Source: an optimization exercise on an open RTL-to-GDS flow (aim: small area, a short achievable clock period and few clock cycles per item). Production flows keep margins and buffers that such runs may drop. RTL that was checked went through simulation tests only; none was proved equivalent to the original. Only the layout flow was run in run 2; the RTL was not checked for function there.

File: flow/run.sh
#!/bin/bash
# synth_recipe.tcl (not shown) runs the flow's synth.tcl, then flattens the netlist and writes it again
# the make line also repeats each setting of config.mk as NAME=value (left out here)
make -C /OpenROAD-flow-scripts/flow DESIGN_CONFIG=/design/flow/config.mk WORK_HOME=/design/flow/orfs CLKGATE_MAP_FILE= SYNTH_SCRIPT=/design/flow/synth_recipe.tcl finish
File: flow/config.mk
export PLATFORM = sky130hd
export DESIGN_NAME = aes128_encr_round_ctrl
export DESIGN_NICKNAME = aes128_encr_round_ctrl
export VERILOG_FILES = /design/flow/design.v
export SDC_FILE = /design/flow/constraint.sdc
export NUM_CORES = 8
export LEC_CHECK = 0
export CAP_MARGIN = 20
export CORE_MARGIN = 2
export CORE_UTILIZATION = 30
export SLEW_MARGIN = 20
File: flow/constraint.sdc
create_clock -name core_clock -period 20.0 [get_ports {clk}]
set_input_delay 4.0000 -clock core_clock [delete_from_list [all_inputs] [get_ports {clk}]]
set_output_delay 4.0000 -clock core_clock [all_outputs]
set_load 0.01 [all_outputs]
File: flow/design.v
package aes_encr_pkg;
  localparam int NUM_ROUNDS = 10;
  function automatic logic [7:0] xtime(input logic [7:0] b);
    xtime = {b[6:0], 1'b0} ^ (b[7] ? 8'h1b : 8'h00);
  endfunction
  function automatic logic [7:0] sbox(input logic [7:0] x);
    logic U0, U1, U2, U3, U4, U5, U6, U7, T1, T2, T3, T4, T5, T6, T7, T8, T9, T10, T11, T12, T13, T14, T15, T16, T17, T18, T19, T20, T21, T22, T23, T24, T25, T26, T27, M1, M2, M3, M4, M5, M6, M7, M8, M9, M10, M11, M12, M13, M14, M15, M16, M17, M18, M19, M20, M21, M22, M23, M24, M25, M26, M27, M28, M29, M30, M31, M32, M33, M34, M35, M36, M37, M38, M39, M40, M41, M42, M43, M44, M45, M46, M47, M48, M49, M50, M51, M52, M53, M54, M55, M56, M57, M58, M59, M60, M61, M62, M63, L0, L1, L2, L3, L4, L5, L6, L7, L8, L9, L10, L11, L12, L13, L14, L15, L16, L17, L18, L19, L20, L21, L22, L23, L24, L25, L26, L27, L28, L29, S0, S1, S2, S3, S4, S5, S6, S7;
    {U0, U1, U2, U3, U4, U5, U6, U7} = x;
    T1 = U0 ^ U3;
    T2 = U0 ^ U5;
    T3 = U0 ^ U6;
    T4 = U3 ^ U5;
    T5 = U4 ^ U6;
    T6 = T1 ^ T5;
    T7 = U1 ^ U2;
    T8 = U7 ^ T6;
    T9 = U7 ^ T7;
    T10 = T6 ^ T7;
    T11 = U1 ^ U5;
    T12 = U2 ^ U5;
    T13 = T3 ^ T4;
    T14 = T6 ^ T11;
    T15 = T5 ^ T11;
    T16 = T5 ^ T12;
    T17 = T9 ^ T16;
    T18 = U3 ^ U7;
    T19 = T7 ^ T18;
    T20 = T1 ^ T19;
    T21 = U6 ^ U7;
    T22 = T7 ^ T21;
    T23 = T2 ^ T22;
    T24 = T2 ^ T10;
    T25 = T20 ^ T17;
    T26 = T3 ^ T16;
    T27 = T1 ^ T12;
    M1 = T13 & T6;
    M2 = T23 & T8;
    M3 = T14 ^ M1;
    M4 = T19 & U7;
    M5 = M4 ^ M1;
    M6 = T3 & T16;
    M7 = T22 & T9;
    M8 = T26 ^ M6;
    M9 = T20 & T17;
    M10 = M9 ^ M6;
    M11 = T1 & T15;
    M12 = T4 & T27;
    M13 = M12 ^ M11;
    M14 = T2 & T10;
    M15 = M14 ^ M11;
    M16 = M3 ^ M2;
    M17 = M5 ^ T24;
    M18 = M8 ^ M7;
    M19 = M10 ^ M15;
    M20 = M16 ^ M13;
    M21 = M17 ^ M15;
    M22 = M18 ^ M13;
    M23 = M19 ^ T25;
    M24 = M22 ^ M23;
    M25 = M22 & M20;
    M26 = M21 ^ M25;
    M27 = M20 ^ M21;
    M28 = M23 ^ M25;
    M29 = M28 & M27;
    M30 = M26 & M24;
    M31 = M20 & M23;
    M32 = M27 & M31;
    M33 = M27 ^ M25;
    M34 = M21 & M22;
    M35 = M24 & M34;
    M36 = M24 ^ M25;
    M37 = M21 ^ M29;
    M38 = M32 ^ M33;
    M39 = M23 ^ M30;
    M40 = M35 ^ M36;
    M41 = M38 ^ M40;
    M42 = M37 ^ M39;
    M43 = M37 ^ M38;
    M44 = M39 ^ M40;
    M45 = M42 ^ M41;
    M46 = M44 & T6;
    M47 = M40 & T8;
    M48 = M39 & U7;
    M49 = M43 & T16;
    M50 = M38 & T9;
    M51 = M37 & T17;
    M52 = M42 & T15;
    M53 = M45 & T27;
    M54 = M41 & T10;
    M55 = M44 & T13;
    M56 = M40 & T23;
    M57 = M39 & T19;
    M58 = M43 & T3;
    M59 = M38 & T22;
    M60 = M37 & T20;
    M61 = M42 & T1;
    M62 = M45 & T4;
    M63 = M41 & T2;
    L0 = M61 ^ M62;
    L1 = M50 ^ M56;
    L2 = M46 ^ M48;
    L3 = M47 ^ M55;
    L4 = M54 ^ M58;
    L5 = M49 ^ M61;
    L6 = M62 ^ L5;
    L7 = M46 ^ L3;
    L8 = M51 ^ M59;
    L9 = M52 ^ M53;
    L10 = M53 ^ L4;
    L11 = M60 ^ L2;
    L12 = M48 ^ M51;
    L13 = M50 ^ L0;
    L14 = M52 ^ M61;
    L15 = M55 ^ L1;
    L16 = M56 ^ L0;
    L17 = M57 ^ L1;
    L18 = M58 ^ L8;
    L19 = M63 ^ L4;
    L20 = L0 ^ L1;
    L21 = L1 ^ L7;
    L22 = L3 ^ L12;
    L23 = L18 ^ L2;
    L24 = L15 ^ L9;
    L25 = L6 ^ L10;
    L26 = L7 ^ L9;
    L27 = L8 ^ L10;
    L28 = L11 ^ L14;
    L29 = L11 ^ L17;
    S0 = L6 ^ L24;
    S1 = ~(L16 ^ L26);
    S2 = ~(L19 ^ L28);
    S3 = L6 ^ L21;
    S4 = L20 ^ L22;
    S5 = L25 ^ L29;
    S6 = ~(L13 ^ L27);
    S7 = ~(L6 ^ L23);
    sbox = {S0, S1, S2, S3, S4, S5, S6, S7};
  endfunction
  function automatic logic [7:0] rcon_of(input logic [3:0] rnd);
    case (rnd)
      4'd1:    rcon_of = 8'h01;
      4'd2:    rcon_of = 8'h02;
      4'd3:    rcon_of = 8'h04;
      4'd4:    rcon_of = 8'h08;
      4'd5:    rcon_of = 8'h10;
      4'd6:    rcon_of = 8'h20;
      4'd7:    rcon_of = 8'h40;
      4'd8:    rcon_of = 8'h80;
      4'd9:    rcon_of = 8'h1b;
      4'd10:   rcon_of = 8'h36;
      default: rcon_of = 8'h00;
    endcase
  endfunction
  function automatic logic [127:0] sub_bytes(input logic [127:0] s);
    logic [127:0] o;
    for (int i = 0; i < 16; i++) o[127-8*i -: 8] = sbox(s[127-8*i -: 8]);
    sub_bytes = o;
  endfunction
  function automatic logic [127:0] shift_rows(input logic [127:0] s);
    logic [127:0] o;
    for (int c = 0; c < 4; c++)
      for (int r = 0; r < 4; r++)
        o[127-8*(r+4*c) -: 8] = s[127-8*(r+4*((c+r)%4)) -: 8];
    shift_rows = o;
  endfunction
  function automatic logic [127:0] mix_columns(input logic [127:0] s);
    logic [127:0] o;
    logic [7:0] a0, a1, a2, a3, t;
    for (int c = 0; c < 4; c++) begin
      a0 = s[127-32*c -: 8];
      a1 = s[119-32*c -: 8];
      a2 = s[111-32*c -: 8];
      a3 = s[103-32*c -: 8];
      t  = a0 ^ a1 ^ a2 ^ a3;
      o[127-32*c -: 8] = a0 ^ t ^ xtime(a0 ^ a1);
      o[119-32*c -: 8] = a1 ^ t ^ xtime(a1 ^ a2);
      o[111-32*c -: 8] = a2 ^ t ^ xtime(a2 ^ a3);
      o[103-32*c -: 8] = a3 ^ t ^ xtime(a3 ^ a0);
    end
    mix_columns = o;
  endfunction
endpackage
module aes128_key_expand_step
(
  input  logic [127:0] rk,
  input  logic [7:0]   rcon,
  output logic [127:0] rk_next
);
  logic [31:0] w0, w1, w2, w3;
  logic [31:0] rot, temp;
  logic [31:0] n0, n1, n2, n3;
  always_comb begin
    w0   = rk[127:96];
    w1   = rk[95:64];
    w2   = rk[63:32];
    w3   = rk[31:0];
    rot  = {w3[23:0], w3[31:24]};
    temp = {aes_encr_pkg::sbox(rot[31:24]) ^ rcon, aes_encr_pkg::sbox(rot[23:16]), aes_encr_pkg::sbox(rot[15:8]), aes_encr_pkg::sbox(rot[7:0])};
    n0   = w0 ^ temp;
    n1   = w1 ^ n0;
    n2   = w2 ^ n1;
    n3   = w3 ^ n2;
    rk_next = {n0, n1, n2, n3};
  end
endmodule
module aes128_encr_round_ctrl
#(
  parameter int NUM_ROUNDS = 10,
  parameter int RCNT_W     = 4
) (
  input  logic              clk,
  input  logic              rst,
  input  logic              in_valid,
  output logic              in_ready,
  input  logic [127:0]      plaintext,
  input  logic [127:0]      key,
  output logic              out_valid,
  input  logic              out_ready,
  output logic [127:0]      ciphertext
);
  if (NUM_ROUNDS != 10) begin : g_bad_rounds
    $error("aes128_encr_round_ctrl: NUM_ROUNDS must be 10 for AES-128");
  end
  if ((1 << RCNT_W) <= NUM_ROUNDS) begin : g_bad_rcnt_w
    $error("aes128_encr_round_ctrl: RCNT_W too narrow for NUM_ROUNDS");
  end
  localparam logic [RCNT_W-1:0] LAST_RND = RCNT_W'(NUM_ROUNDS);
  logic [127:0]      st_reg, rk_reg, out_reg;
  logic [127:0]      rk_next, sr_out, mc_out, rk_d, st_d;
  logic [RCNT_W-1:0] rcnt_q;
  logic              busy_q, ov_q, ir_q, last_q;
  logic              fin, stall, acc;
  aes128_key_expand_step u_key_expand (
    .rk      (rk_reg),
    .rcon    (aes_encr_pkg::rcon_of(4'(rcnt_q))),
    .rk_next (rk_next)
  );
  assign sr_out = aes_encr_pkg::shift_rows(aes_encr_pkg::sub_bytes(st_reg));
  assign mc_out = aes_encr_pkg::mix_columns(sr_out);
  assign rk_d = ir_q ? key : rk_next;
  assign st_d = (ir_q ? plaintext : mc_out) ^ rk_d;
  assign fin   = busy_q & last_q & ~ov_q;
  assign stall = busy_q & last_q & ov_q;
  assign acc   = in_valid & ir_q;
  always_ff @(posedge clk) begin
    if (rst) begin
      busy_q <= 1'b0;
      ov_q   <= 1'b0;
      ir_q   <= 1'b1;
      last_q <= 1'b0;
      rcnt_q <= '0;
    end else begin
      busy_q <= acc | (busy_q & ~fin);
      ov_q   <= fin | (ov_q & ~out_ready);
      if (acc) begin
        rcnt_q <= RCNT_W'(1);
        last_q <= 1'b0;
      end else if (busy_q & ~last_q) begin
        rcnt_q <= rcnt_q + RCNT_W'(1);
        last_q <= (rcnt_q == LAST_RND - RCNT_W'(1));
      end
      if (ir_q)
        ir_q <= ~in_valid;
      else if (busy_q & (rcnt_q == LAST_RND - RCNT_W'(1)))
        ir_q <= ~(ov_q & ~out_ready);
      else
        ir_q <= stall & out_ready;
    end
  end
  always_ff @(posedge clk) begin
    if (!stall) begin
      st_reg <= st_d;
      rk_reg <= rk_d;
    end
    if (fin) out_reg <= sr_out ^ rk_next;
  end
  assign in_ready   = ir_q;
  assign out_valid  = ov_q;
  assign ciphertext = out_reg;
endmodule
==> run notes, run 1 <==
# TYPE chip_impl_metric gauge
chip_impl_info{name="clockRootBuffer",value="sky130_fd_sc_hd__clkbuf_16"} 1
chip_impl_metric{name="detailedPlacementHpwl",unit="um"} 223900
chip_impl_metric{name="via_count_of_the_first_global_routing_pass",unit=""} 55462
chip_impl_metric{name="multi_input_area",unit="sq um"} 49970
chip_impl_info{name="synth_area_leaders",value="sky130_fd_sc_hd__edfxtp_1 (18%), sky130_fd_sc_hd__xnor2_1 (17%), sky130_fd_sc_hd__xnor3_1 (9.8%)"} 1
chip_impl_metric{name="synth_top_area_share",unit="%"} 18.04
chip_impl_metric{name="clock_sink_count",unit=""} 392
chip_impl_metric{name="finClkSkew",unit="ps"} 83.73
chip_impl_metric{name="finalNonFillerCells",unit=""} 10262
chip_impl_metric{name="timing.max_cap.violations",unit=""} 0
chip_impl_info{name="synth-main-ff-cell",value="sky130_fd_sc_hd__edfxtp_1"} 1
chip_impl_metric{name="clock_input_transition_at_the_sequential_cells_of_the_worst_setup_and_hold_paths",unit="ps"} 60
chip_impl_metric{name="yosysWarnings",unit=""} 2
chip_impl_metric{name="grt-ovfl-total",unit=""} 0
chip_impl_metric{name="grt_use_met1",unit="%"} 31.80
chip_impl_metric{name="worst_ep_required_time",unit="ps"} 20420
chip_impl_info{name="post-synth-top-area-cell",value="sky130_fd_sc_hd__edfxtp_1"} 1
chip_impl_metric{name="clock_path_buffers",unit=""} 3
chip_impl_metric{name="worst_pin_slew",unit="ps"} 1273
chip_impl_metric{name="max_slew_margin",unit="%"} 14.55
chip_impl_metric{name="seq_area_frac_synth",unit="%"} 18.29
chip_impl_metric{name="netlist-cell-type-count",unit=""} 116
chip_impl_info{name="timing.hold.worst.class",value="reg -> reg"} 1
chip_impl_metric{name="final-setup-viol-count",unit=""} 0
chip_impl_metric{name="final_layout_size_suffix_gt1_share",unit="%"} 7.438
chip_impl_metric{name="wire_per_inst",unit="um"} 27.33
chip_impl_info{name="globalRoute.busiestLayer",value="met2"} 1
chip_impl_metric{name="nets",unit=""} 7695
chip_impl_metric{name="num_rows",unit=""} 169
chip_impl_metric{name="cts_hold_buffers",unit=""} 0
chip_impl_metric{name="register_bit_count_reported_by_yosys",unit=""} 392
chip_impl_metric{name="timing.critical_path.fanout_max",unit=""} 17
chip_impl_metric{name="grt.met2_usage",unit="%"} 38.50
chip_impl_metric{name="synth-edff-count",unit=""} 384
chip_impl_info{name="grt_setup_unrepaired",value="no"} 1
chip_impl_metric{name="cp_num_buf_inv",unit=""} 1
chip_impl_metric{name="synth_area",unit="sq um"} 63910
chip_impl_metric{name="htreeDepth",unit=""} 2
chip_impl_metric{name="die_y",unit="um"} 465.6
chip_impl_metric{name="pin_count_of_the_biggest_net_entering_global_routing",unit=""} 156
chip_impl_metric{name="postSynthAreaPerCell",unit="sq um"} 8.785
chip_impl_metric{name="ioPinCount",unit=""} 390
chip_impl_metric{name="reg2reg_setup_slack",unit="ps"} 11510
chip_impl_metric{name="clk_latency",unit="ps"} 720
chip_impl_metric{name="syn_to_final_growth",unit="%"} 13.56
chip_impl_metric{name="die_w",unit="um"} 465.6
chip_impl_metric{name="tritoncts.num_buffers",unit=""} 54
chip_impl_metric{name="maxSlewViolCount",unit=""} 0
chip_impl_metric{name="period_minus_slack",unit="ps"} 8486
chip_impl_metric{name="register_area",unit="sq um"} 11700
chip_impl_metric{name="core_region_area",unit="sq um"} 211900
chip_impl_info{name="crit_chain",value="xor2_1, xnor2_1, xnor2_1, inv_1, ha_1, or3_1, and3_1, o211ai_1, and2_1, xnor3_1, a221o_1, a211oi_1, xor2_1, xnor3_1, xnor2_1, xnor2_1, xnor2_1, o21ai_0"} 1
chip_impl_metric{name="timing.critical_path.slowest_cell_delay",unit="ps"} 860
chip_impl_metric{name="initial_core_util",unit="%"} 30.17
chip_impl_metric{name="route.vias.total",unit=""} 59542
chip_impl_metric{name="postCtsSetupBuffers",unit=""} 0
chip_impl_metric{name="count_of_antenna_violating_nets_left_after_detailed_routing",unit=""} 0
chip_impl_metric{name="synth_nets",unit=""} 7581
chip_impl_metric{name="wirelength",unit="um"} 280500
chip_impl_metric{name="setup_tns",unit="ps"} 0
chip_impl_metric{name="ys_async_sr_fraction",unit="%"} 0
chip_impl_metric{name="grt_antenna_before_repair",unit=""} 16
chip_impl_info{name="worst_setup_path_start_kind",value="register"} 1
chip_impl_metric{name="min_path_cells",unit=""} 2
chip_impl_metric{name="io_buffers",unit=""} 389
chip_impl_metric{name="max_clock_freq",unit="MHz"} 117.8
chip_impl_metric{name="ctsResizeCount",unit=""} 0
chip_impl_metric{name="drt_iter0_drc",unit=""} 8022
chip_impl_metric{name="design.die.area",unit="sq um"} 216800
chip_impl_metric{name="dp_slack",unit="ps"} 11560
chip_impl_metric{name="rr_worst_depth",unit=""} 18
chip_impl_metric{name="wire_length_of_the_first_global_routing_pass",unit="um"} 398400
chip_impl_metric{name="routabilityCongestion",unit=""} 1.006
chip_impl_metric{name="route.detailed.vias_per_inst",unit=""} 5.802
chip_impl_info{name="slowest_stage",value="sky130_fd_sc_hd__edfxtp_1"} 1
chip_impl_info{name="tritoncts",value="yes"} 1
chip_impl_metric{name="grt.total_usage",unit="%"} 24.69
chip_impl_info{name="crit_top_cell",value="sky130_fd_sc_hd__xnor2_1"} 1
chip_impl_metric{name="timing.critical_path.depth",unit=""} 18
chip_impl_metric{name="met3_usage",unit="%"} 3.241
chip_impl_metric{name="drt_pre_antenna_iters",unit=""} 6
chip_impl_info{name="category_of_the_most_critical_setup_path",value="reg -> reg"} 1
chip_impl_info{name="path_delay_family",value="XOR/XNOR gates"} 1
chip_impl_metric{name="timing.final.hold_violations",unit=""} 0
chip_impl_info{name="setup.worst_path.end_class",value="register"} 1
chip_impl_metric{name="fin_util",unit="%"} 34.26
chip_impl_metric{name="syn_inst",unit=""} 7275
chip_impl_metric{name="fin_crit_sh",unit="%"} 42.43
chip_impl_metric{name="fill_cells",unit=""} 21786
chip_impl_metric{name="post_detailed_route_drc_marker_count",unit=""} 0
chip_impl_metric{name="worst-endpoint-arrival",unit="ps"} 8900
chip_impl_metric{name="final.setup.worst_slack",unit="ps"} 11510
chip_impl_metric{name="placed_cells_incl_taps",unit=""} 10152
chip_impl_info{name="run_status",value="no timing/DRC/antenna violations"} 1
per-layer routing:
metal	vias up	share of wire [%]	wire length [um]
li1	26640	-	-
met1	29071	40	112000
met2	3267	44	124100
met3	560	7.8	21920
met4	4	8.0	22480
met5	-	0.0050	14
layout make-up:
cell class	count	share of cell area [%]
Multi-Input combinational cell	6306	68.85
Sequential cell	392	16.11
Timing Repair Buffer	533	6.933
Tap cell	2821	4.863
Clock buffer	60	1.893
Clock inverter	42	0.7947
Inverter	102	0.5344
Antenna cell	6	0.02069
synthesized netlist by cell type, drive strengths merged, types with 31 or more instances:
cell     number
nor4         49
nand2       599
o31ai        32
a22oi        56
o21ai       505
xor2        600
mux2i       192
nor2b        64
xnor3       278
clkbuf      275
a211oi      101
a31oi        90
ha           46
o22ai        87
nand3       190
inv         101
o211ai      108
mux2         85
o2111ai      34
xor3         49
buf         200
nand2b       51
nor3        183
nor2        451
or3          38
a21oi       409
edfxtp      384
and3         31
nand4        50
xnor2      1309
a221oi       48
o221ai       47
and2         66
layout by cell type, fill, tap and decap left out, types with 78 or more instances in the layout:
cell type / count
sky130_fd_sc_hd__xnor2_1: 1222
sky130_fd_sc_hd__nand2_1: 599
sky130_fd_sc_hd__xor2_1: 575
sky130_fd_sc_hd__o21ai_0: 472
sky130_fd_sc_hd__nor2_1: 432
sky130_fd_sc_hd__a21oi_1: 408
sky130_fd_sc_hd__clkdlybuf4s50_1: 389
sky130_fd_sc_hd__edfxtp_1: 384
sky130_fd_sc_hd__xnor3_1: 278
sky130_fd_sc_hd__mux2i_1: 191
sky130_fd_sc_hd__nand3_1: 189
sky130_fd_sc_hd__nor3_1: 181
sky130_fd_sc_hd__buf_4: 138
sky130_fd_sc_hd__o211ai_1: 108
sky130_fd_sc_hd__inv_1: 100
sky130_fd_sc_hd__a211oi_1: 93
sky130_fd_sc_hd__o22ai_1: 87
sky130_fd_sc_hd__a31oi_1: 87
sky130_fd_sc_hd__mux2_2: 85
sky130_fd_sc_hd__xnor2_2: 78
per-stage QoR:
| stage | hold slack (ps) | area [sq um] |
|---|---|---|
| after floorplan | 477.5 | 63910 |
| after global placement | 532.5 | 70510 |
| after detailed placement | 554.8 | 70570 |
| after CTS | 563.1 | 72520 |
| after global routing | 594.7 | 72580 |
| final | 555.8 | 72580 |
worst paths after layout:
path | end | from
worst min-delay path | busy_q | busy_q
worst max register to register | st_reg[13] | rk_reg[7]
worst min register to register | busy_q | busy_q
worst max-delay path | st_reg[13] | rk_reg[7]
cells by family (layout without fill, tap and decap cells):
family	Yosys count	count (layout)	share of synthesized area, %
adders and majority gates	54	54	1.026
DFF	392	392	18.29
and+or+nand+nor	1853	1853	13.66
AOI/OAI and AO/OA	1883	1883	19.55
buffers and inverters	577	737	3.788
muxes	280	280	4.616
other	0	6	0
xor gates and xnor gates	2236	2236	39.07
worst min-delay path, cell delays in order (launching register included):
cell and delay [ps]:
sky130_fd_sc_hd__dfxtp_1 370, sky130_fd_sc_hd__nand2_1 80, sky130_fd_sc_hd__a21oi_1 60
Testbench counts, summed over its fixed seeds: cycles 3,856, items 384.
==> inputs of run 2 (changes only) <==
--- a/flow/design.v
+++ b/flow/design.v
@@ -152,4 +152,7 @@
     endcase
   endfunction
+  function automatic logic [31:0] sub_rot_word(input logic [31:0] w);
+    sub_rot_word = {sbox(w[23:16]), sbox(w[15:8]), sbox(w[7:0]), sbox(w[31:24])};
+  endfunction
   function automatic logic [127:0] sub_bytes(input logic [127:0] s);
     logic [127:0] o;
@@ -184,9 +187,8 @@
 (
   input  logic [127:0] rk,
-  input  logic [7:0]   rcon,
+  input  logic [31:0]  temp,
   output logic [127:0] rk_next
 );
   logic [31:0] w0, w1, w2, w3;
-  logic [31:0] rot, temp;
   logic [31:0] n0, n1, n2, n3;
   always_comb begin
@@ -195,6 +197,4 @@
     w2   = rk[63:32];
     w3   = rk[31:0];
-    rot  = {w3[23:0], w3[31:24]};
-    temp = {aes_encr_pkg::sbox(rot[31:24]) ^ rcon, aes_encr_pkg::sbox(rot[23:16]), aes_encr_pkg::sbox(rot[15:8]), aes_encr_pkg::sbox(rot[7:0])};
     n0   = w0 ^ temp;
     n1   = w1 ^ n0;
@@ -226,52 +226,82 @@
   end
   localparam logic [RCNT_W-1:0] LAST_RND = RCNT_W'(NUM_ROUNDS);
-  logic [127:0]      st_reg, rk_reg, out_reg;
-  logic [127:0]      rk_next, sr_out, mc_out, rk_d, st_d;
-  logic [RCNT_W-1:0] rcnt_q;
-  logic              busy_q, ov_q, ir_q, last_q;
-  logic              fin, stall, acc;
+  logic [127:0]      st_reg, k_reg, m_reg, km_reg, out_reg;
+  logic [127:0]      rk_m, m_next;
+  logic [31:0]       t_reg, t_next;
+  logic [RCNT_W-1:0] s_nr, m_nr;
+  logic              s_vld, m_vld, m_last, m_cont, ov_q, ir_q;
+  logic              stall, fin, acc;
+  logic [RCNT_W-1:0] s_nr_d, m_nr_d;
+  logic              s_vld_d, m_vld_d, m_last_d, m_cont_d, ov_d, stall_d;
+  assign t_next = aes_encr_pkg::sub_rot_word(k_reg[31:0]) ^
+                  {aes_encr_pkg::rcon_of(4'(s_nr)), 24'h000000};
+  assign m_next = aes_encr_pkg::shift_rows(aes_encr_pkg::sub_bytes(st_reg));
   aes128_key_expand_step u_key_expand (
-    .rk      (rk_reg),
-    .rcon    (aes_encr_pkg::rcon_of(4'(rcnt_q))),
-    .rk_next (rk_next)
+    .rk      (km_reg),
+    .temp    (t_reg),
+    .rk_next (rk_m)
   );
-  assign sr_out = aes_encr_pkg::shift_rows(aes_encr_pkg::sub_bytes(st_reg));
-  assign mc_out = aes_encr_pkg::mix_columns(sr_out);
-  assign rk_d = ir_q ? key : rk_next;
-  assign st_d = (ir_q ? plaintext : mc_out) ^ rk_d;
-  assign fin   = busy_q & last_q & ~ov_q;
-  assign stall = busy_q & last_q & ov_q;
+  assign stall = m_vld & m_last & ov_q;
+  assign fin   = m_vld & m_last & ~ov_q;
   assign acc   = in_valid & ir_q;
+  always_comb begin
+    if (stall) begin
+      m_vld_d  = m_vld;
+      m_nr_d   = m_nr;
+      m_last_d = m_last;
+      m_cont_d = m_cont;
+      s_vld_d  = s_vld;
+      s_nr_d   = s_nr;
+    end else begin
+      m_vld_d  = s_vld;
+      m_nr_d   = s_nr;
+      m_last_d = (s_nr == LAST_RND);
+      m_cont_d = s_vld & (s_nr != LAST_RND);
+      if (m_cont) begin
+        s_vld_d = 1'b1;
+        s_nr_d  = m_nr + RCNT_W'(1);
+      end else begin
+        s_vld_d = acc;
+        s_nr_d  = RCNT_W'(1);
+      end
+    end
+    ov_d    = fin | (ov_q & ~out_ready);
+    stall_d = m_vld_d & m_last_d & ov_d;
+  end
   always_ff @(posedge clk) begin
     if (rst) begin
-      busy_q <= 1'b0;
+      s_vld  <= 1'b0;
+      m_vld  <= 1'b0;
+      m_last <= 1'b0;
+      m_cont <= 1'b0;
       ov_q   <= 1'b0;
       ir_q   <= 1'b1;
-      last_q <= 1'b0;
-      rcnt_q <= '0;
+      s_nr   <= RCNT_W'(1);
+      m_nr   <= RCNT_W'(1);
     end else begin
-      busy_q <= acc | (busy_q & ~fin);
-      ov_q   <= fin | (ov_q & ~out_ready);
-      if (acc) begin
-        rcnt_q <= RCNT_W'(1);
-        last_q <= 1'b0;
-      end else if (busy_q & ~last_q) begin
-        rcnt_q <= rcnt_q + RCNT_W'(1);
-        last_q <= (rcnt_q == LAST_RND - RCNT_W'(1));
-      end
-      if (ir_q)
-        ir_q <= ~in_valid;
-      else if (busy_q & (rcnt_q == LAST_RND - RCNT_W'(1)))
-        ir_q <= ~(ov_q & ~out_ready);
-      else
-        ir_q <= stall & out_ready;
+      s_vld  <= s_vld_d;
+      m_vld  <= m_vld_d;
+      m_last <= m_last_d;
+      m_cont <= m_cont_d;
+      ov_q   <= ov_d;
+      s_nr   <= s_nr_d;
+      m_nr   <= m_nr_d;
+      ir_q   <= ~m_cont_d & ~stall_d & ~(s_vld_d & (s_nr_d == RCNT_W'(1)));
     end
   end
   always_ff @(posedge clk) begin
     if (!stall) begin
-      st_reg <= st_d;
-      rk_reg <= rk_d;
+      m_reg  <= m_next;
+      km_reg <= k_reg;
+      t_reg  <= t_next;
+      if (m_cont) begin
+        st_reg <= aes_encr_pkg::mix_columns(m_reg) ^ rk_m;
+        k_reg  <= rk_m;
+      end else begin
+        st_reg <= plaintext ^ key;
+        k_reg  <= key;
+      end
     end
-    if (fin) out_reg <= sr_out ^ rk_next;
+    if (fin) out_reg <= m_reg ^ rk_m;
   end
   assign in_ready   = ir_q;
==> flow/flow/run.sh (new file) <==
#!/bin/bash
# Standard ORFS layout, except that synthesis maps the logic with an area-oriented
# ABC script (flow/abc.script) instead of ORFS's abc_speed.script. Registers are
# mapped before ABC runs, so they are the standard synthesis's.
set -euo pipefail
W=$PWD
export FLOW_ABC_SCRIPT=$W/flow/abc.script
sed 's|log_cmd abc {\*}$abc_args|log_cmd abc -script $::env(FLOW_ABC_SCRIPT) {*}[lrange $abc_args 2 end]|' \
  "$FLOW_HOME/scripts/synth.tcl" > "$W/synth_core.tcl"
grep -q FLOW_ABC_SCRIPT "$W/synth_core.tcl"
sed "s|source \$::env(SCRIPTS_DIR)/synth.tcl|source $W/synth_core.tcl|" synth_recipe.tcl > "$W/synth_abc.tcl"
grep -q synth_core.tcl "$W/synth_abc.tcl"
bash standard.sh synth SYNTH_SCRIPT="$W/synth_abc.tcl" > "$W/synth.log" 2>&1
bash standard.sh > "$W/layout.log" 2>&1
==> flow/flow/abc.script (new file) <==
&get -n; &st; &synch2; &nf -R 1000; &put
==> flow/standard.sh (new file) <==
#!/bin/bash
# synth_recipe.tcl (not shown) runs the flow's synth.tcl, then flattens the netlist and writes it again
# the make line also repeats each setting of config.mk as NAME=value (left out here)
make -C /OpenROAD-flow-scripts/flow DESIGN_CONFIG=/design/flow/config.mk WORK_HOME=/design/flow/orfs CLKGATE_MAP_FILE= SYNTH_SCRIPT=/design/flow/synth_recipe.tcl "${@:-finish}"
removed: flow/run.sh
==> run 2 against run 1 <==
Still clean. Die area fell by 23%. Via count fell by 44%. Count of clock-buffer cells in the layout rose by 36. Critical endpoint is now ciphertext[12]. Highest routed layer unchanged.
==> run notes, run 2 <==
# TYPE chip_impl_metric gauge
chip_impl_metric{name="clock_input_transition_at_the_sequential_cells_of_the_worst_setup_and_hold_paths",unit="ps"} 60
chip_impl_metric{name="num_rows",unit=""} 148
chip_impl_metric{name="timing.max_cap.violations",unit=""} 0
chip_impl_metric{name="final.hold.worst_slack",unit="ps"} 409.6
chip_impl_metric{name="core_region_area",unit="sq um"} 162800
chip_impl_info{name="setup.worst_path.end_class",value="output port"} 1
chip_impl_info{name="crit_chain",value="clkdlybuf4s50_1"} 1
chip_impl_metric{name="htreeDepth",unit=""} 3
chip_impl_metric{name="route.detailed.vias_per_inst",unit=""} 4.557
chip_impl_metric{name="detailedPlacementHpwl",unit="um"} 132000
chip_impl_metric{name="clk_latency",unit="ps"} 710
chip_impl_metric{name="nets",unit=""} 5403
chip_impl_metric{name="ys_async_sr_fraction",unit="%"} 0
chip_impl_metric{name="ioPinCount",unit=""} 390
chip_impl_metric{name="post_detailed_route_drc_marker_count",unit=""} 0
chip_impl_metric{name="seq_area_frac_synth",unit="%"} 41.92
chip_impl_metric{name="postSynthAreaPerCell",unit="sq um"} 10.71
chip_impl_metric{name="pin_count_of_the_biggest_net_entering_global_routing",unit=""} 171
chip_impl_metric{name="ctsResizeCount",unit=""} 0
chip_impl_metric{name="timing.final.hold_violations",unit=""} 0
chip_impl_info{name="yosysMostFrequentCell",value="sky130_fd_sc_hd__xnor2_1"} 1
chip_impl_info{name="path_delay_family",value="buffers and inverters"} 1
chip_impl_metric{name="clock_path_buffers",unit=""} 3
chip_impl_metric{name="cts_hold_buffers",unit=""} 0
chip_impl_metric{name="setup_tns",unit="ps"} 0
chip_impl_metric{name="via_count_of_the_first_global_routing_pass",unit=""} 33759
chip_impl_metric{name="drt_iter0_drc",unit=""} 2565
chip_impl_metric{name="synth_top_area_share",unit="%"} 41.03
chip_impl_info{name="post-synth-top-area-cell",value="sky130_fd_sc_hd__edfxtp_1"} 1
chip_impl_metric{name="synth_area",unit="sq um"} 49180
chip_impl_metric{name="syn_to_final_growth",unit="%"} 19.41
chip_impl_metric{name="worst_pin_slew",unit="ps"} 1056
chip_impl_metric{name="cp_num_buf_inv",unit=""} 1
chip_impl_info{name="clockRootBuffer",value="sky130_fd_sc_hd__clkbuf_16"} 1
chip_impl_metric{name="initial_core_util",unit="%"} 30.22
chip_impl_info{name="slowest_stage",value="sky130_fd_sc_hd__clkdlybuf4s50_1"} 1
chip_impl_metric{name="clock_sink_count",unit=""} 694
chip_impl_metric{name="dp_slack",unit="ps"} 14070
chip_impl_info{name="synth_area_leaders",value="sky130_fd_sc_hd__edfxtp_1 (41%), sky130_fd_sc_hd__xnor2_1 (29%), sky130_fd_sc_hd__xor2_1 (13%)"} 1
chip_impl_info{name="worst_setup_path_start_kind",value="register"} 1
chip_impl_metric{name="netlist-cell-type-count",unit=""} 36
chip_impl_metric{name="synth_nets",unit=""} 4899
chip_impl_metric{name="wire_per_inst",unit="um"} 22.21
chip_impl_metric{name="syn_inst",unit=""} 4594
chip_impl_metric{name="design.die.area",unit="sq um"} 167200
chip_impl_metric{name="grt.total_usage",unit="%"} 19.09
chip_impl_metric{name="die_y",unit="um"} 408.9
chip_impl_metric{name="count_of_antenna_violating_nets_left_after_detailed_routing",unit=""} 0
chip_impl_metric{name="tritoncts.num_buffers",unit=""} 83
chip_impl_metric{name="fin_util",unit="%"} 36.08
chip_impl_metric{name="timing.critical_path.fanout_max",unit=""} 1
chip_impl_metric{name="grt_antenna_before_repair",unit=""} 7
chip_impl_metric{name="fin_crit_sh",unit="%"} 29.08
chip_impl_info{name="synth-main-ff-cell",value="sky130_fd_sc_hd__edfxtp_1"} 1
chip_impl_info{name="category_of_the_most_critical_setup_path",value="reg -> out"} 1
chip_impl_metric{name="die_w",unit="um"} 408.9
chip_impl_metric{name="period_minus_slack",unit="ps"} 5816
chip_impl_metric{name="final.setup.worst_slack",unit="ps"} 14180
chip_impl_metric{name="final_layout_size_suffix_gt1_share",unit="%"} 2.983
chip_impl_info{name="synth.top_cells.by_count",value="sky130_fd_sc_hd__xnor2_1 (1,653), sky130_fd_sc_hd__xor2_1 (742), sky130_fd_sc_hd__edfxtp_1 (672)"} 1
chip_impl_metric{name="worst-endpoint-arrival",unit="ps"} 1820
chip_impl_info{name="layout.cells.most_common_list",value="sky130_fd_sc_hd__xnor2_1 (1,653), sky130_fd_sc_hd__xor2_1 (740), sky130_fd_sc_hd__edfxtp_1 (672)"} 1
chip_impl_metric{name="max_clock_freq",unit="MHz"} 171.9
chip_impl_info{name="timing.hold.worst.class",value="reg -> reg"} 1
chip_impl_info{name="grt_setup_unrepaired",value="no"} 1
chip_impl_metric{name="yosysWarnings",unit=""} 2
chip_impl_metric{name="wirelength",unit="um"} 163100
chip_impl_metric{name="postCtsSetupBuffers",unit=""} 0
chip_impl_metric{name="finClkSkew",unit="ps"} 41.43
chip_impl_metric{name="worst_ep_required_time",unit="ps"} 16000
chip_impl_metric{name="maxSlewViolCount",unit=""} 0
chip_impl_metric{name="max_slew_margin",unit="%"} 29.35
chip_impl_metric{name="register_bit_count_reported_by_yosys",unit=""} 694
chip_impl_info{name="tritoncts",value="yes"} 1
chip_impl_metric{name="routabilityCongestion",unit=""} 0.9318
chip_impl_metric{name="final-setup-viol-count",unit=""} 0
chip_impl_info{name="commonest_non_fill_non_tap_cell_in_the_layout",value="sky130_fd_sc_hd__xnor2_1"} 1
chip_impl_metric{name="grt-ovfl-total",unit=""} 0
chip_impl_info{name="run_status",value="no timing/DRC/antenna violations"} 1
chip_impl_metric{name="timing.critical_path.slowest_cell_delay",unit="ps"} 610
chip_impl_metric{name="io_buffers",unit=""} 389
chip_impl_metric{name="drt_pre_antenna_iters",unit=""} 6
chip_impl_metric{name="route.vias.total",unit=""} 33449
chip_impl_metric{name="wire_length_of_the_first_global_routing_pass",unit="um"} 233500
chip_impl_metric{name="synth-edff-count",unit=""} 672
[run 2: changes by cell type in the layout (fill, tap and decap cells not counted), sizes merged, moves of 134 or more]
cell / previous run / this run
a21oi: 409 / 218
clkinv: 18 / 152
edfxtp: 384 / 672
nand2: 599 / 341
nand3: 190 / 6
nor3: 183 / 5
o21ai: 505 / 50
xnor2: 1309 / 1653
xnor3: 278 / 6
xor2: 600 / 742
[run 2: final timing paths]
path / start / endpoint / slack (ps) / cells past startpoint
hold reg to reg: k_reg[93] / km_reg[93] / 410 / 0
setup / recovery: out_reg[12] / ciphertext[12] / 14180 / 1
setup reg to reg: st_reg[10] / m_reg[79] / 14570 / 16
hold / removal: k_reg[93] / km_reg[93] / 410 / 0
[run 2: stage by stage]
step	std cells	cell area [sq um]
global route	7337	58720
floorplan	4594	49180
detailed placement	7188	56100
finish	7340	58730
global placement	7188	56090
CTS	7337	58720
[run 2: layout make-up]
| type | instances | area [sq um] |
|---|---|---|
| tap | 2175 | 2721 |
| sequential | 694 | 20620 |
| fill | 16270 | 104000 |
| inverter | 117 | 446.7 |
| multi-input combinational | 3783 | 28150 |
| clock buffer | 96 | 2126 |
| clock inverter | 53 | 501.7 |
| antenna | 3 | 7.507 |
| timing repair buffer | 419 | 4156 |
[run 2: cells by family (layout without fill, tap and decap cells)]
| family | after synthesis | count (layout) | share of synthesized area [%] |
|---|---|---|---|
| DFF | 694 | 694 | 41.92 |
| buffers and inverters | 117 | 685 | 0.8929 |
| other | 0 | 3 | 0 |
| muxes | 88 | 88 | 1.829 |
| AOI/OAI and AO/OA | 336 | 336 | 3.780 |
| xor gates and xnor gates | 2401 | 2401 | 42.92 |
| adders and majority gates | 45 | 45 | 1.145 |
| and+or+nand+nor | 913 | 913 | 7.505 |
[run 2: routing by layer]
metal  share of wire, %  global-route usage (%)  vias to the layer above
met4                3.3                   6.451                        4
met1                 45                   25.97                    16295
met5              0.017                       0                        -
met3                5.5                   2.706                      150
li1                   -                       -                    16066
met2                 46                   30.98                      934
==> inputs of run 3 (changes only) <==
--- a/flow/design.v
+++ b/flow/design.v
@@ -225,15 +225,17 @@
     $error("aes128_encr_round_ctrl: RCNT_W too narrow for NUM_ROUNDS");
   end
-  localparam logic [RCNT_W-1:0] LAST_RND = RCNT_W'(NUM_ROUNDS);
+  localparam logic [7:0] RC_LAST = 8'h36;   
   logic [127:0]      st_reg, k_reg, m_reg, km_reg, out_reg;
   logic [127:0]      rk_m, m_next;
   logic [31:0]       t_reg, t_next;
-  logic [RCNT_W-1:0] s_nr, m_nr;
+  logic [7:0]        s_rc, m_rc;
   logic              s_vld, m_vld, m_last, m_cont, ov_q, ir_q;
+  logic              nov_q, nir_q;   
   logic              stall, fin, acc;
-  logic [RCNT_W-1:0] s_nr_d, m_nr_d;
-  logic              s_vld_d, m_vld_d, m_last_d, m_cont_d, ov_d, stall_d;
+  logic [7:0]        s_rc_d, m_rc_d;
+  logic [127:0]      k_d;
+  logic              s_vld_d, m_vld_d, m_last_d, m_cont_d, ov_d, stall_d, ir_d;
   assign t_next = aes_encr_pkg::sub_rot_word(k_reg[31:0]) ^
-                  {aes_encr_pkg::rcon_of(4'(s_nr)), 24'h000000};
+                  {s_rc, 24'h000000};
   assign m_next = aes_encr_pkg::shift_rows(aes_encr_pkg::sub_bytes(st_reg));
   aes128_key_expand_step u_key_expand (
@@ -242,30 +244,32 @@
     .rk_next (rk_m)
   );
-  assign stall = m_vld & m_last & ov_q;
-  assign fin   = m_vld & m_last & ~ov_q;
-  assign acc   = in_valid & ir_q;
+  assign stall = m_vld & m_last & ~nov_q;
+  assign fin   = m_vld & m_last & nov_q;
+  assign acc   = in_valid & ~nir_q;
+  assign k_d = m_cont ? rk_m : key;
   always_comb begin
     if (stall) begin
       m_vld_d  = m_vld;
-      m_nr_d   = m_nr;
+      m_rc_d   = m_rc;
       m_last_d = m_last;
       m_cont_d = m_cont;
       s_vld_d  = s_vld;
-      s_nr_d   = s_nr;
+      s_rc_d   = s_rc;
     end else begin
       m_vld_d  = s_vld;
-      m_nr_d   = s_nr;
-      m_last_d = (s_nr == LAST_RND);
-      m_cont_d = s_vld & (s_nr != LAST_RND);
+      m_rc_d   = s_rc;
+      m_last_d = (s_rc == RC_LAST);
+      m_cont_d = s_vld & (s_rc != RC_LAST);
       if (m_cont) begin
         s_vld_d = 1'b1;
-        s_nr_d  = m_nr + RCNT_W'(1);
+        s_rc_d  = aes_encr_pkg::xtime(m_rc);
       end else begin
         s_vld_d = acc;
-        s_nr_d  = RCNT_W'(1);
+        s_rc_d  = 8'h01;
       end
     end
-    ov_d    = fin | (ov_q & ~out_ready);
+    ov_d    = fin | (~nov_q & ~out_ready);
     stall_d = m_vld_d & m_last_d & ov_d;
+    ir_d    = ~m_cont_d & ~stall_d & ~(s_vld_d & (s_rc_d == 8'h01));
   end
   always_ff @(posedge clk) begin
@@ -276,7 +280,7 @@
       m_cont <= 1'b0;
       ov_q   <= 1'b0;
+      nov_q  <= 1'b1;
       ir_q   <= 1'b1;
-      s_nr   <= RCNT_W'(1);
-      m_nr   <= RCNT_W'(1);
+      nir_q  <= 1'b0;
     end else begin
       s_vld  <= s_vld_d;
@@ -285,21 +289,20 @@
       m_cont <= m_cont_d;
       ov_q   <= ov_d;
-      s_nr   <= s_nr_d;
-      m_nr   <= m_nr_d;
-      ir_q   <= ~m_cont_d & ~stall_d & ~(s_vld_d & (s_nr_d == RCNT_W'(1)));
+      nov_q  <= ~ov_d;
+      ir_q   <= ir_d;
+      nir_q  <= ~ir_d;
     end
   end
   always_ff @(posedge clk) begin
+    s_rc <= s_rc_d;
+    m_rc <= m_rc_d;
+  end
+  always_ff @(posedge clk) begin
     if (!stall) begin
       m_reg  <= m_next;
       km_reg <= k_reg;
       t_reg  <= t_next;
-      if (m_cont) begin
-        st_reg <= aes_encr_pkg::mix_columns(m_reg) ^ rk_m;
-        k_reg  <= rk_m;
-      end else begin
-        st_reg <= plaintext ^ key;
-        k_reg  <= key;
-      end
+      k_reg  <= k_d;
+      st_reg <= (m_cont ? aes_encr_pkg::mix_columns(m_reg) : plaintext) ^ k_d;
     end
     if (fin) out_reg <= m_reg ^ rk_m;
==> flow/flow/run.sh (replaced) <==
#!/bin/bash
# Standard ORFS layout, except:
#  - synthesis maps the logic with an area-oriented ABC script (flow/abc.script)
#    instead of ORFS's abc_speed.script; registers are mapped before ABC runs, so
#    they are the standard synthesis's;
#  - ports are buffered with buf_2 instead of the resizer's default choice
#    (clkdlybuf4s50_1, a delay cell);
#  - timing repair aims at the extra setup margin in flow/setup_margin.txt.
set -euo pipefail
W=$PWD
export FLOW_ABC_SCRIPT=$W/flow/abc.script
sed 's|log_cmd abc {\*}$abc_args|log_cmd abc -script $::env(FLOW_ABC_SCRIPT) {*}[lrange $abc_args 2 end]|' \
  "$FLOW_HOME/scripts/synth.tcl" > "$W/synth_core.tcl"
grep -q FLOW_ABC_SCRIPT "$W/synth_core.tcl"
sed "s|source \$::env(SCRIPTS_DIR)/synth.tcl|source $W/synth_core.tcl|" synth_recipe.tcl > "$W/synth_abc.tcl"
grep -q synth_core.tcl "$W/synth_abc.tcl"
bash standard.sh synth SYNTH_SCRIPT="$W/synth_abc.tcl" > "$W/synth.log" 2>&1
EXTRA=(BUFFER_PORTS_ARGS="-buffer_cell sky130_fd_sc_hd__buf_2")
if [[ -s flow/setup_margin.txt ]]; then
  EXTRA+=(SETUP_SLACK_MARGIN="$(cat flow/setup_margin.txt)")
fi
bash standard.sh finish "${EXTRA[@]}" > "$W/layout.log" 2>&1
==> run 3 against run 2 <==
Register-to-register slack better by 170 ps. Global-route usage hardly changed. First-iteration DRC count is 5.7% lower. Via count is 3.0% lower.
==> run notes, run 3 <==
# TYPE chip_impl_metric gauge
chip_impl_metric{name="num_rows",unit=""} 147
chip_impl_metric{name="timing.max_cap.violations",unit=""} 0
chip_impl_metric{name="io_buffers",unit=""} 389
chip_impl_metric{name="finClkSkew",unit="ps"} 32.66
chip_impl_metric{name="post_detailed_route_drc_marker_count",unit=""} 0
chip_impl_info{name="worstHoldStart",value="k_reg[69]"} 1
chip_impl_metric{name="rr_worst_depth",unit=""} 17
chip_impl_metric{name="wire_per_inst",unit="um"} 22.54
chip_impl_metric{name="cp_num_buf_inv",unit=""} 1
chip_impl_metric{name="placed_cells_incl_taps",unit=""} 6983
chip_impl_info{name="layout.cells.most_common_list",value="sky130_fd_sc_hd__xnor2_1 (1,723), sky130_fd_sc_hd__edfxtp_1 (680), sky130_fd_sc_hd__xor2_1 (628)"} 1
chip_impl_metric{name="fin_crit_sh",unit="%"} 27.18
chip_impl_info{name="tritoncts",value="yes"} 1
chip_impl_info{name="path_delay_family",value="flip-flops"} 1
chip_impl_metric{name="worst-endpoint-arrival",unit="ps"} 1440
chip_impl_info{name="clockRootBuffer",value="sky130_fd_sc_hd__clkbuf_16"} 1
chip_impl_info{name="setup.worst_path.end_class",value="output port"} 1
chip_impl_metric{name="clk_latency",unit="ps"} 700
chip_impl_metric{name="dp_slack",unit="ps"} 14780
chip_impl_info{name="worst_setup_path_start_kind",value="register"} 1
chip_impl_info{name="crit-reg2reg-capture",value="t_reg[26]"} 1
chip_impl_metric{name="wirelength",unit="um"} 160600
chip_impl_metric{name="htreeDepth",unit=""} 3
chip_impl_info{name="min_to",value="km_reg[69]"} 1
chip_impl_metric{name="ioPinCount",unit=""} 390
chip_impl_metric{name="seq_area_frac_synth",unit="%"} 42.76
chip_impl_metric{name="postSynthAreaPerCell",unit="sq um"} 11.00
chip_impl_info{name="crit_chain",value="buf_2"} 1
chip_impl_metric{name="register_bit_count_reported_by_yosys",unit=""} 696
chip_impl_metric{name="period_minus_slack",unit="ps"} 5436
chip_impl_metric{name="drt_pre_antenna_iters",unit=""} 5
chip_impl_info{name="synth-main-ff-cell",value="sky130_fd_sc_hd__edfxtp_1"} 1
chip_impl_metric{name="final-setup-viol-count",unit=""} 0
chip_impl_metric{name="synth_top_area_share",unit="%"} 42.10
chip_impl_metric{name="reg2reg_setup_slack",unit="ps"} 14740
chip_impl_metric{name="ctsResizeCount",unit=""} 0
chip_impl_metric{name="routabilityCongestion",unit=""} 0.9153
chip_impl_metric{name="core_region_area",unit="sq um"} 160600
chip_impl_metric{name="yosysWarnings",unit=""} 2
chip_impl_metric{name="synth_nets",unit=""} 4709
chip_impl_metric{name="netlist-cell-type-count",unit=""} 31
chip_impl_info{name="commonest_non_fill_non_tap_cell_in_the_layout",value="sky130_fd_sc_hd__xnor2_1"} 1
chip_impl_info{name="category_of_the_most_critical_setup_path",value="reg -> out"} 1
chip_impl_metric{name="max_slew_margin",unit="%"} 25.58
chip_impl_metric{name="nets",unit=""} 5204
chip_impl_metric{name="syn_to_final_growth",unit="%"} 15.33
chip_impl_info{name="synth.top_cells.by_count",value="sky130_fd_sc_hd__xnor2_1 (1,724), sky130_fd_sc_hd__edfxtp_1 (680), sky130_fd_sc_hd__xor2_1 (628)"} 1
chip_impl_metric{name="clock_input_transition_at_the_sequential_cells_of_the_worst_setup_and_hold_paths",unit="ps"} 70
chip_impl_metric{name="cts_hold_buffers",unit=""} 0
chip_impl_info{name="run_status",value="no timing/DRC/antenna violations"} 1
chip_impl_metric{name="worst_ep_required_time",unit="ps"} 16000
chip_impl_metric{name="route.detailed.vias_per_inst",unit=""} 4.554
chip_impl_metric{name="via_count_of_the_first_global_routing_pass",unit=""} 32603
chip_impl_metric{name="max_clock_freq",unit="MHz"} 184.0
chip_impl_metric{name="die_w",unit="um"} 406.1
chip_impl_metric{name="wire_length_of_the_first_global_routing_pass",unit="um"} 226400
chip_impl_info{name="timing.hold.worst.class",value="reg -> reg"} 1
chip_impl_metric{name="count_of_antenna_violating_nets_left_after_detailed_routing",unit=""} 0
chip_impl_metric{name="final_layout_size_suffix_gt1_share",unit="%"} 10.66
chip_impl_metric{name="grt_antenna_before_repair",unit=""} 11
chip_impl_metric{name="postCtsSetupBuffers",unit=""} 0
chip_impl_metric{name="syn_inst",unit=""} 4409
chip_impl_info{name="grt_setup_unrepaired",value="no"} 1
chip_impl_info{name="slowest_stage",value="sky130_fd_sc_hd__edfxtp_1"} 1
chip_impl_metric{name="setup_tns",unit="ps"} 0
chip_impl_metric{name="fin_util",unit="%"} 34.84
chip_impl_metric{name="worst_pin_slew",unit="ps"} 1116
chip_impl_metric{name="ys_async_sr_fraction",unit="%"} 0
chip_impl_metric{name="design.die.area",unit="sq um"} 164900
chip_impl_metric{name="timing.final.hold_violations",unit=""} 0
chip_impl_metric{name="initial_core_util",unit="%"} 30.21
chip_impl_metric{name="maxSlewViolCount",unit=""} 0
chip_impl_info{name="post-synth-top-area-cell",value="sky130_fd_sc_hd__edfxtp_1"} 1
chip_impl_info{name="r2r-start",value="k_reg[21]"} 1
chip_impl_metric{name="finalNonFillerCells",unit=""} 7126
chip_impl_metric{name="synth_area",unit="sq um"} 48510
chip_impl_metric{name="pin_count_of_the_biggest_net_entering_global_routing",unit=""} 167
chip_impl_metric{name="tritoncts.num_buffers",unit=""} 79
chip_impl_info{name="yosysMostFrequentCell",value="sky130_fd_sc_hd__xnor2_1"} 1
chip_impl_metric{name="timing.critical_path.fanout_max",unit=""} 2
chip_impl_metric{name="detailedPlacementHpwl",unit="um"} 130900
chip_impl_metric{name="route.vias.total",unit=""} 32451
chip_impl_metric{name="grt-ovfl-total",unit=""} 0
chip_impl_metric{name="clock_path_buffers",unit=""} 3
chip_impl_metric{name="synth-edff-count",unit=""} 680
chip_impl_metric{name="min_path_cells",unit=""} 0
chip_impl_metric{name="final.setup.worst_slack",unit="ps"} 14560
chip_impl_metric{name="clock_sink_count",unit=""} 696
chip_impl_metric{name="die_y",unit="um"} 406.1
chip_impl_metric{name="grt.total_usage",unit="%"} 19.12
chip_impl_metric{name="drt_iter0_drc",unit=""} 2420
chip_impl_metric{name="timing.critical_path.slowest_cell_delay",unit="ps"} 530
chip_impl_info{name="synth_area_leaders",value="sky130_fd_sc_hd__edfxtp_1 (42%), sky130_fd_sc_hd__xnor2_1 (31%), sky130_fd_sc_hd__xor2_1 (11%)"} 1
-- run 3: metal layers --
metal	vias to the layer above	wire, um	global-route usage [%]	part of all wire [%]
li1	15553	-	-	-
met1	15834	69800	24.89	43
met2	843	76190	31.51	47
met3	209	6879	2.252	4.3
met4	12	7687	9.111	4.8
met5	-	89	0	0.055
-- run 3: worst max-delay path by stage --
stage	slack, ps	start	depth (start not counted)	to
after floorplan	4280	m_last	9	nir_q
after global placement	14720	in_valid	8	ir_q
after detailed placement	14780	k_reg[23]	16	t_reg[26]
after CTS	14540	out_reg[10]	1	ciphertext[10]
after global routing	14290	k_reg[21]	17	t_reg[26]
final	14560	out_reg[10]	1	ciphertext[10]
-- run 3: logic make-up after synthesis --
logic type / Yosys count / share of synthesized area [%]
buffers and inverters: 63 / 0.4875
adder cells (fa/ha/maj): 40 / 1.032
AND/OR/NAND/NOR: 839 / 6.949
XOR/XNOR: 2354 / 42.56
AO/OA/AOI/OAI: 270 / 3.134
multiplexers: 147 / 3.077
flip-flops: 696 / 42.76
-- run 3: metrics by stage --
step | hold WS [ps] | area, sq um
after floorplan | 400.3 | 48510
after global placement | 400.6 | 53370
after detailed placement | 404.5 | 53370
after CTS | 402.5 | 55920
after global routing | 421.4 | 55930
final | 409.1 | 55940
-- run 3: layout make-up --
type / instances / area [sq um]
flip-flops and latches: 696 / 20740
diodes: 3 / 7.507
well taps: 2160 / 2703
multi-input cells: 3650 / 27540
clock buffers: 97 / 2097
fillers: 16137 / 104600
clock inverters: 43 / 455.4
inverters: 63 / 244.0
repair buffers: 414 / 2151
Testbench counts of run 3, summed over its fixed seeds: cycles 3,880, items 384.
==> inputs of run 4 (changes only) <==
==> flow/flow/setup_margin.txt (new file) <==
14.7
==> run 4 against run 3 <==
Via count grew 0.42%. Fmax grew 0.80%. Setup slack better by 43 ps. Worst hold slack lost 8.6 ps. Critical path type unchanged.
==> run notes, run 4 <==
# TYPE chip_impl_metric gauge
chip_impl_info{name="run_status",value="no timing/DRC/antenna violations"} 1
chip_impl_metric{name="grt.met2_usage",unit="%"} 31.38
chip_impl_metric{name="route.vias.total",unit=""} 32587
chip_impl_metric{name="rr_worst_depth",unit=""} 16
chip_impl_metric{name="clock_input_transition_at_the_sequential_cells_of_the_worst_setup_and_hold_paths",unit="ps"} 60
chip_impl_metric{name="die_y",unit="um"} 406.1
chip_impl_metric{name="placed_cells_incl_taps",unit=""} 6982
chip_impl_info{name="crit_end",value="ciphertext[10]"} 1
chip_impl_metric{name="detailedPlacementHpwl",unit="um"} 130800
chip_impl_metric{name="ioPinCount",unit=""} 390
chip_impl_metric{name="wirelength",unit="um"} 161100
chip_impl_metric{name="synth_nets",unit=""} 4709
chip_impl_metric{name="worst_ep_required_time",unit="ps"} 16000
chip_impl_metric{name="wire_per_inst",unit="um"} 22.59
chip_impl_info{name="globalRoute.busiestLayer",value="met2"} 1
chip_impl_metric{name="routabilityCongestion",unit=""} 0.9110
chip_impl_metric{name="max_slew_margin",unit="%"} 29.84
chip_impl_metric{name="synth_area",unit="sq um"} 48510
chip_impl_metric{name="synth-edff-count",unit=""} 680
chip_impl_metric{name="clock_path_buffers",unit=""} 3
chip_impl_metric{name="max_clock_freq",unit="MHz"} 185.4
chip_impl_metric{name="dp_slack",unit="ps"} 14750
chip_impl_metric{name="timing.final.hold_violations",unit=""} 0
chip_impl_metric{name="tritoncts.num_buffers",unit=""} 82
chip_impl_metric{name="route.detailed.vias_per_inst",unit=""} 4.568
chip_impl_metric{name="worst_pin_slew",unit="ps"} 1049
chip_impl_metric{name="grt_antenna_before_repair",unit=""} 16
chip_impl_metric{name="timing.critical_path.fanout_max",unit=""} 1
chip_impl_info{name="layout.cells.most_common_list",value="sky130_fd_sc_hd__xnor2_1 (1,649), sky130_fd_sc_hd__edfxtp_1 (680), sky130_fd_sc_hd__xor2_1 (596)"} 1
chip_impl_info{name="path_delay_family",value="flip-flops"} 1
chip_impl_metric{name="grt_use_met1",unit="%"} 24.39
chip_impl_info{name="critical_path_source",value="out_reg[10]"} 1
chip_impl_metric{name="count_of_antenna_violating_nets_left_after_detailed_routing",unit=""} 0
chip_impl_metric{name="fin_crit_sh",unit="%"} 26.96
chip_impl_metric{name="via_count_of_the_first_global_routing_pass",unit=""} 32740
chip_impl_metric{name="timing.max_cap.violations",unit=""} 0
chip_impl_metric{name="nets",unit=""} 5206
chip_impl_metric{name="maxSlewViolCount",unit=""} 0
chip_impl_metric{name="register_bit_count_reported_by_yosys",unit=""} 696
chip_impl_metric{name="pin_count_of_the_biggest_net_entering_global_routing",unit=""} 183
chip_impl_metric{name="ys_async_sr_fraction",unit="%"} 0
chip_impl_metric{name="grt.total_usage",unit="%"} 19.11
chip_impl_metric{name="wire_length_of_the_first_global_routing_pass",unit="um"} 226500
chip_impl_metric{name="yosysWarnings",unit=""} 2
chip_impl_metric{name="final_layout_size_suffix_gt1_share",unit="%"} 13.07
chip_impl_metric{name="core_region_area",unit="sq um"} 160600
chip_impl_metric{name="clock_sink_count",unit=""} 696
chip_impl_metric{name="timing.critical_path.slowest_cell_delay",unit="ps"} 500
chip_impl_metric{name="syn_to_final_growth",unit="%"} 17.53
chip_impl_metric{name="timing.critical_path.depth",unit=""} 1
chip_impl_metric{name="io_buffers",unit=""} 389
chip_impl_info{name="clockRootBuffer",value="sky130_fd_sc_hd__clkbuf_16"} 1
chip_impl_info{name="synth_area_leaders",value="sky130_fd_sc_hd__edfxtp_1 (42%), sky130_fd_sc_hd__xnor2_1 (31%), sky130_fd_sc_hd__xor2_1 (11%)"} 1
chip_impl_metric{name="seq_area_frac_synth",unit="%"} 42.76
chip_impl_metric{name="final.hold.worst_slack",unit="ps"} 400.5
chip_impl_metric{name="synth_top_area_share",unit="%"} 42.10
chip_impl_metric{name="final.setup.worst_slack",unit="ps"} 14610
chip_impl_info{name="r2r-start",value="st_reg[110]"} 1
chip_impl_metric{name="initial_core_util",unit="%"} 30.21
chip_impl_metric{name="worst-endpoint-arrival",unit="ps"} 1390
chip_impl_metric{name="setup_tns",unit="ps"} 0
chip_impl_metric{name="die_w",unit="um"} 406.1
chip_impl_metric{name="finClkSkew",unit="ps"} 30.69
chip_impl_metric{name="design.die.area",unit="sq um"} 164900
chip_impl_metric{name="syn_inst",unit=""} 4409
chip_impl_info{name="worst_setup_path_start_kind",value="register"} 1
chip_impl_metric{name="period_minus_slack",unit="ps"} 5393
chip_impl_metric{name="netlist-cell-type-count",unit=""} 31
chip_impl_metric{name="met3_usage",unit="%"} 2.342
chip_impl_info{name="crit-reg2reg-capture",value="m_reg[47]"} 1
[run 4: cell counts after synthesis]
No cell type changed its count.
[run 4: metal layers]
metal  part of all wire, %  vias to the layer above
li1                      -                    15533
met1                    43                    15879
met2                    47                      914
met3                   4.4                      245
met4                   5.8                       16
met5                 0.053                        -
[run 4: final cells by class]
class	instances	area, sq um
fillers	15963	103600
multi-input cells	3650	28370
flip-flops and latches	696	20740
well taps	2160	2703
clock buffers	102	2168
repair buffers	413	2168
clock inverters	48	590.6
inverters	63	262.8
diodes	2	5.005
[run 4: timing repair]
action,4_1_cts,5_1_grt
setup endpoints to repair,26,90
resized for setup,2,115
endpoints found under the hold margin,0,0
[run 4: how the worst min path moves through the flow]
stage	slack, ps	cells past startpoint	end	startpoint
after floorplan	400	0	km_reg[100]	k_reg[100]
after global placement	400	0	km_reg[32]	k_reg[32]
after detailed placement	400	0	km_reg[57]	k_reg[57]
after CTS	400	0	km_reg[69]	k_reg[69]
after global routing	420	0	km_reg[120]	k_reg[120]
final	400	0	km_reg[69]	k_reg[69]
[run 4: stage by stage]
stage	util (%)	instance area, sq um
after floorplan	-	48520
after global placement	33.25	53380
after detailed placement	33.25	53390
after CTS	34.97	56150
after global routing	35.50	57000
final	35.50	57010
[run 4: kinds of logic after synthesis]
logic type	count (synthesis)	share of synthesized area [%]
and+or+nand+nor	839	6.949
buffers and inverters	63	0.4875
xor gates and xnor gates	2354	42.56
adders and majority gates	40	1.032
AOI/OAI and AO/OA	270	3.134
muxes	147	3.077
DFF	696	42.76
[run 4: worst reg2reg max path, stage by stage, from the launching register on]
cell and delay (ps):
sky130_fd_sc_hd__edfxtp_1 460, sky130_fd_sc_hd__xor2_1 480, sky130_fd_sc_hd__xnor2_2 220, sky130_fd_sc_hd__xnor2_1 310, sky130_fd_sc_hd__ha_1 300, sky130_fd_sc_hd__xnor2_1 190, sky130_fd_sc_hd__xnor2_1 100, sky130_fd_sc_hd__xnor2_1 440
sky130_fd_sc_hd__nand2_1 140, sky130_fd_sc_hd__a31oi_1 440, sky130_fd_sc_hd__xor2_1 340, sky130_fd_sc_hd__xnor2_1 180, sky130_fd_sc_hd__nor2_1 70, sky130_fd_sc_hd__xnor2_1 320, sky130_fd_sc_hd__xnor2_1 220, sky130_fd_sc_hd__xnor2_1 400
sky130_fd_sc_hd__xnor2_1 150

[re-timing with driven ports]
No port has a modelled driver above. Below, the same layouts with a new extraction and two added sets of constraints.
Step 1: set_driving_cell puts a clkbuf_16 on clk and a buf_2 on each other input, an assumption about the parent block.
Step 2 moves the port delays by t, midway between the first and last clock arrival at a register: inputs arrive t later, outputs are due t later. That takes back most of the time a late clock gives input paths.
a / b / c = no drivers / after step 1 / after step 2; a / b = the first two.
| run | shift t [ns] | setup slack, ns | cell pins on the clock port's net |
|---|---|---|---|
| run 1 | 0.764 | 11.514 / 11.514 / 11.514 | 1 |
| run 2 | 0.763 | 14.184 / 14.110 / 14.078 | 1 |
| run 3 | 0.752 | 14.564 / 14.496 / 14.738 | 1 |
| run 4 | 0.770 | 14.607 / 14.539 / 14.757 | 1 |
After both steps every run listed still meets setup and hold. For run 2, which loses most, drivers alone change the setup slack by -0.074 ns; drivers and shift together by -0.106 ns.
